This is an optimization exercise on Yosys and OpenROAD, whose aim is small area and a short achievable clock period, not a production implementation. RTL that was checked went through simulation tests only; none was proved equivalent to the original. Power and IR drop assume default switching activity.

## jpeg_fb_writer
module jpeg_fb_writer #(
  parameter int unsigned       ADDR_W    = 32,
  parameter logic [ADDR_W-1:0] BASE_ADDR = 32'h0010_0000,
  parameter int unsigned       PIX_FMT   = 0
) (
  input  logic              clk,
  input  logic              reset,
  input  logic              in_valid_i,
  input  logic [15:0]       in_width_i,
  input  logic [15:0]       in_height_i,
  input  logic [15:0]       in_x_i,
  input  logic [15:0]       in_y_i,
  input  logic [7:0]        in_r_i,
  input  logic [7:0]        in_g_i,
  input  logic [7:0]        in_b_i,
  output logic              in_accept_o,
  output logic              wr_valid_o,
  output logic [ADDR_W-1:0] wr_addr_o,
  output logic [31:0]       wr_data_o,
  output logic [3:0]        wr_strb_o,
  input  logic              wr_ready_i,
  output logic              frame_done_o,
  output logic              busy_o,
  output logic [15:0]       crop_count_o,
  output logic              geom_err_o
);
For scale: about 1,500 cells after synthesis, about 220 flip-flops, ~180 I/O pins, ~17,000 um2 of cells after synthesis.
clock: 9.0 ns
lec_check: 0
cap_margin: 20
core_margin: 2
core_utilization: 40
cts_buf_list: sky130_fd_sc_hd__clkbuf_4 sky130_fd_sc_hd__clkbuf_8
setup_slack_margin: 4.6
slew_margin: 20
synth_hierarchical: 1
standard.sh (not shown) runs the stock make flow with config.mk's settings and CLKGATE_MAP_FILE= SYNTH_SCRIPT=/design/flow/synth_recipe.tcl, a recipe that flattens the netlist after the stock synthesis.
==> flow/flow/run.sh <==
#!/bin/bash
# Own layout flow: the standard flow, with plain buf_1 cells as the port buffers
# (instead of the delay-cell buffer the resizer picks by default). Every port still gets
# its own buffer. The full make output goes to std_flow.log in the work folder.
set -euo pipefail
export BUFFER_PORTS_ARGS="-buffer_cell sky130_fd_sc_hd__buf_1"
bash standard.sh finish > std_flow.log 2>&1
The first run completed with no timing, DRC or antenna violations.
Change:
--- a/flow/config.mk
+++ b/flow/config.mk
@@ -10,4 +10,3 @@
 export CORE_UTILIZATION = 40
-export CTS_BUF_LIST = sky130_fd_sc_hd__clkbuf_4 sky130_fd_sc_hd__clkbuf_8
-export SETUP_SLACK_MARGIN = 4.6
+export SETUP_SLACK_MARGIN = 4.3
 export SLEW_MARGIN = 20
Outcome: Total power is lower by 0.46%. Final cell count is lower by 1.6%. Die area is unchanged. Wire length is lower by 0.40%. Non-clock buffer count is lower by 11. Flip-flop and latch count is unchanged. Design area is lower by 1.1%.
Function was not checked in any run of this note: the RTL went through the layout flow alone.

---

Another version of the RTL of jpeg_fb_writer (not shown whole).
Size in the first run: ~180 I/O pins, about 0.017 mm^2 of cells after synthesis.
Design jpeg_fb_writer, start of the top module:
module jpeg_fb_writer #(
  parameter int unsigned       ADDR_W    = 32,
  parameter logic [ADDR_W-1:0] BASE_ADDR = 32'h0010_0000,
  parameter int unsigned       PIX_FMT   = 0
) (
  input  logic              clk,
  input  logic              reset,
  input  logic              in_valid_i,
  input  logic [15:0]       in_width_i,
  input  logic [15:0]       in_height_i,
  input  logic [15:0]       in_x_i,
  input  logic [15:0]       in_y_i,
  input  logic [7:0]        in_r_i,
  input  logic [7:0]        in_g_i,
  input  logic [7:0]        in_b_i,
  output logic              in_accept_o,
  output logic              wr_valid_o,
  output logic [ADDR_W-1:0] wr_addr_o,
  output logic [31:0]       wr_data_o,
  output logic [3:0]        wr_strb_o,
  input  logic              wr_ready_i,
  output logic              frame_done_o,
  output logic              busy_o,
  output logic [15:0]       crop_count_o,
  output logic              geom_err_o
);
export LEC_CHECK = 0
export CAP_MARGIN = 20
export CORE_MARGIN = 2
export CORE_UTILIZATION = 40
export CTS_BUF_LIST = sky130_fd_sc_hd__clkbuf_8 sky130_fd_sc_hd__clkbuf_16
export CTS_CLUSTER_DIAMETER = 100
export CTS_CLUSTER_SIZE = 24
export SETUP_SLACK_MARGIN = 4.6
export SLEW_MARGIN = 20
export SYNTH_HIERARCHICAL = 1
create_clock -name core_clock -period 9.0 [get_ports {clk}]
Scripts as last shown in full above: flow/flow/run.sh
==> next run, changes <==
Settings changed: CTS_BUF_LIST sky130_fd_sc_hd__clkbuf_8 sky130_fd_sc_hd__clkbuf_16 to sky130_fd_sc_hd__clkbuf_4 sky130_fd_sc_hd__clkbuf_8, CTS_CLUSTER_DIAMETER 100 to unset, CTS_CLUSTER_SIZE 24 to unset.
=> Die area is unchanged. Cell area rose by 3.2%. Clock skew rose by 25 ps. Worst hold slack got worse by 11 ps. Wire length rose by about 1.8%. Count of clock-buffer cells in the layout rose by 49. Via count rose by 2.2%.
==> next run, changes <==
Settings changed: CORE_UTILIZATION 40 to 65, CTS_CLUSTER_DIAMETER set to 80, CTS_CLUSTER_SIZE set to 16, PLACE_DENSITY set to 0.75.
What happened:
- The new run went through all stages and came out clean
- wire length decreases by 7.2%
- die area decreases by 38%
- clock power decreases by 42%

---

== run 1 ==
Another version of the RTL of jpeg_fb_writer (not shown whole).
For scale: roughly 1800 cells after synthesis, ~180 I/O pins, roughly 0.017 mm² of cells after synthesis.
==> flow/design.v (excerpt) <==
module jpeg_fb_writer #(
  parameter int unsigned       ADDR_W    = 32,
  parameter logic [ADDR_W-1:0] BASE_ADDR = 32'h0010_0000,
  parameter int unsigned       PIX_FMT   = 0
) (
  input  logic              clk,
  input  logic              reset,
  input  logic              in_valid_i,
  input  logic [15:0]       in_width_i,
  input  logic [15:0]       in_height_i,
  input  logic [15:0]       in_x_i,
  input  logic [15:0]       in_y_i,
  input  logic [7:0]        in_r_i,
  input  logic [7:0]        in_g_i,
  input  logic [7:0]        in_b_i,
  output logic              in_accept_o,
  output logic              wr_valid_o,
  output logic [ADDR_W-1:0] wr_addr_o,
  output logic [31:0]       wr_data_o,
  output logic [3:0]        wr_strb_o,
  input  logic              wr_ready_i,
  output logic              frame_done_o,
  output logic              busy_o,
  output logic [15:0]       crop_count_o,
  output logic              geom_err_o
);
export LEC_CHECK = 0
export CAP_MARGIN = 20
export CORE_MARGIN = 2
export CORE_UTILIZATION = 40
export CTS_BUF_LIST = sky130_fd_sc_hd__clkbuf_4 sky130_fd_sc_hd__clkbuf_8
export CTS_CLUSTER_DIAMETER = 80
export CTS_CLUSTER_SIZE = 16
export PLACE_DENSITY = 0.7
export SETUP_SLACK_MARGIN = 5.0
export SLEW_MARGIN = 20
export SYNTH_HIERARCHICAL = 1
create_clock -name core_clock -period 9.0 [get_ports {clk}]
Scripts as last shown in full above: flow/flow/run.sh
The following lists how run 2 was set up differently from run 1:
- a change of SETUP_SLACK_MARGIN from 5.0 to 4.8
- a deleted PLACE_DENSITY that had been 0.7
## What came out
The run showing the smaller number of antenna violations at the first check in global routing is run 2.
Relative to run 1, run 2 degrades final period demand of the worst path.
When run 2 is set beside run 1, its met1 track demand over resource in global routing turns out to be 1.5 points larger.
Diff run 1 -> run 2: global-route wire length before repair decreased by 2.0% relative to the old numbers, number of ordinary and repair buffers in the finished layout now sits lower.

---

## v6
jpeg_fb_writer with an RTL version that a note above also has.
For scale: about 1600 cells after synthesis, ~220 flip-flops, ~17000 µm² of cells after synthesis.
// jpeg_fb_writer
module jpeg_fb_writer #(
  parameter int unsigned       ADDR_W    = 32,
  parameter logic [ADDR_W-1:0] BASE_ADDR = 32'h0010_0000,
  parameter int unsigned       PIX_FMT   = 0
) (
  input  logic              clk,
  input  logic              reset,
  input  logic              in_valid_i,
  input  logic [15:0]       in_width_i,
  input  logic [15:0]       in_height_i,
  input  logic [15:0]       in_x_i,
  input  logic [15:0]       in_y_i,
  input  logic [7:0]        in_r_i,
  input  logic [7:0]        in_g_i,
  input  logic [7:0]        in_b_i,
  output logic              in_accept_o,
  output logic              wr_valid_o,
  output logic [ADDR_W-1:0] wr_addr_o,
  output logic [31:0]       wr_data_o,
  output logic [3:0]        wr_strb_o,
  input  logic              wr_ready_i,
  output logic              frame_done_o,
  output logic              busy_o,
  output logic [15:0]       crop_count_o,
  output logic              geom_err_o
);
Settings: LEC_CHECK=0, CAP_MARGIN=5, CORE_MARGIN=2, CORE_UTILIZATION=40, CTS_BUF_LIST=sky130_fd_sc_hd__clkbuf_4 sky130_fd_sc_hd__clkbuf_8, CTS_CLUSTER_DIAMETER=80, CTS_CLUSTER_SIZE=16, SETUP_SLACK_MARGIN=4.6, SLEW_MARGIN=5, SYNTH_HIERARCHICAL=1; clock period 9.0 ns.
Scripts as last shown in full above: flow/flow/run.sh
v6 was carried through to the last stage, and its layout satisfied the timing, design-rule and antenna checks.
Modified inputs, v7 compared to v6
# v6
export LEC_CHECK = 0
export CAP_MARGIN = 5
export CORE_MARGIN = 2
export CORE_UTILIZATION = 40
export CTS_BUF_LIST = sky130_fd_sc_hd__clkbuf_4 sky130_fd_sc_hd__clkbuf_8
export CTS_CLUSTER_DIAMETER = 80
export CTS_CLUSTER_SIZE = 16
export SETUP_SLACK_MARGIN = 4.6
export SLEW_MARGIN = 5
export SYNTH_HIERARCHICAL = 1
create_clock -name core_clock -period 9.0 [get_ports {clk}]
# v7
export LEC_CHECK = 0
export CAP_MARGIN = 20
export CORE_MARGIN = 2
export CORE_UTILIZATION = 40
export CTS_BUF_LIST = sky130_fd_sc_hd__clkbuf_4 sky130_fd_sc_hd__clkbuf_8
export CTS_CLUSTER_DIAMETER = 80
export CTS_CLUSTER_SIZE = 16
export SETUP_SLACK_MARGIN = 4.6
export SLEW_MARGIN = 20
export SYNTH_HIERARCHICAL = 1
create_clock -name core_clock -period 9.0 [get_ports {clk}]
--- outcome ---
Sequential share of layout area: v7 vs v6 identical. Routed wire length on met3 came out exactly the same in v6 and v7. For via count of the first global-routing pass, v7 and v6 come out practically identical. From v6 to v7, overall die area did not move at all. Number of standard cells in the final layout excluding fillers came out exactly the same in v6 and v7. As far as clock latency reported for the late side of the worst-skew pair is concerned, v6 and v7 perform about the same. | compound-gate portion of the synthesized area | v7 vs v6 | ≈ equal |.

[separate check: timing with driven ports]
How much do the figures lean on ideal ports? The routed layouts below were timed once more, with nothing changed but the port constraints.
Step 1: set_driving_cell puts a clkbuf_16 on clk and a buf_2 on each other input, an assumption about the parent block.
Step 2, shift: input delay + t, output delay - t, t = (earliest + latest rising clock arrival at the registers) / 2. This alone moves slack from input paths to output paths.
a / b / c = no drivers / after step 1 / after step 2; a / b = the first two.
run | shift t [ns] | slack for setup (ns) | latest minus earliest clock arrival (ns)
the first run of note 1 | 0.628 | 4.382 / 4.332 / 4.277 | 0.042 / 0.042
the second run of note 1 | 0.610 | 4.393 / 4.337 / 3.926 | 0.018 / 0.018
the first run of note 2 | 0.550 | 4.727 / 4.670 / 4.216 | 0.022 / 0.022
the second run of note 2 | 0.635 | 4.719 / 4.670 / 4.218 | 0.047 / 0.047
the third run of note 2 | 0.591 | 4.637 / 4.637 / 4.214 | 0.033 / 0.033
run 1 | 0.614 | 4.957 / 4.957 / 4.547 | 0.024 / 0.024
run 2 | 0.617 | 4.872 / 4.872 / 4.383 | 0.047 / 0.047
v6 | 0.597 | 4.728 / 4.680 / 4.205 | 0.043 / 0.044
v7 | 0.597 | 4.728 / 4.680 / 4.205 | 0.043 / 0.044
After both steps every run listed still meets setup and hold.
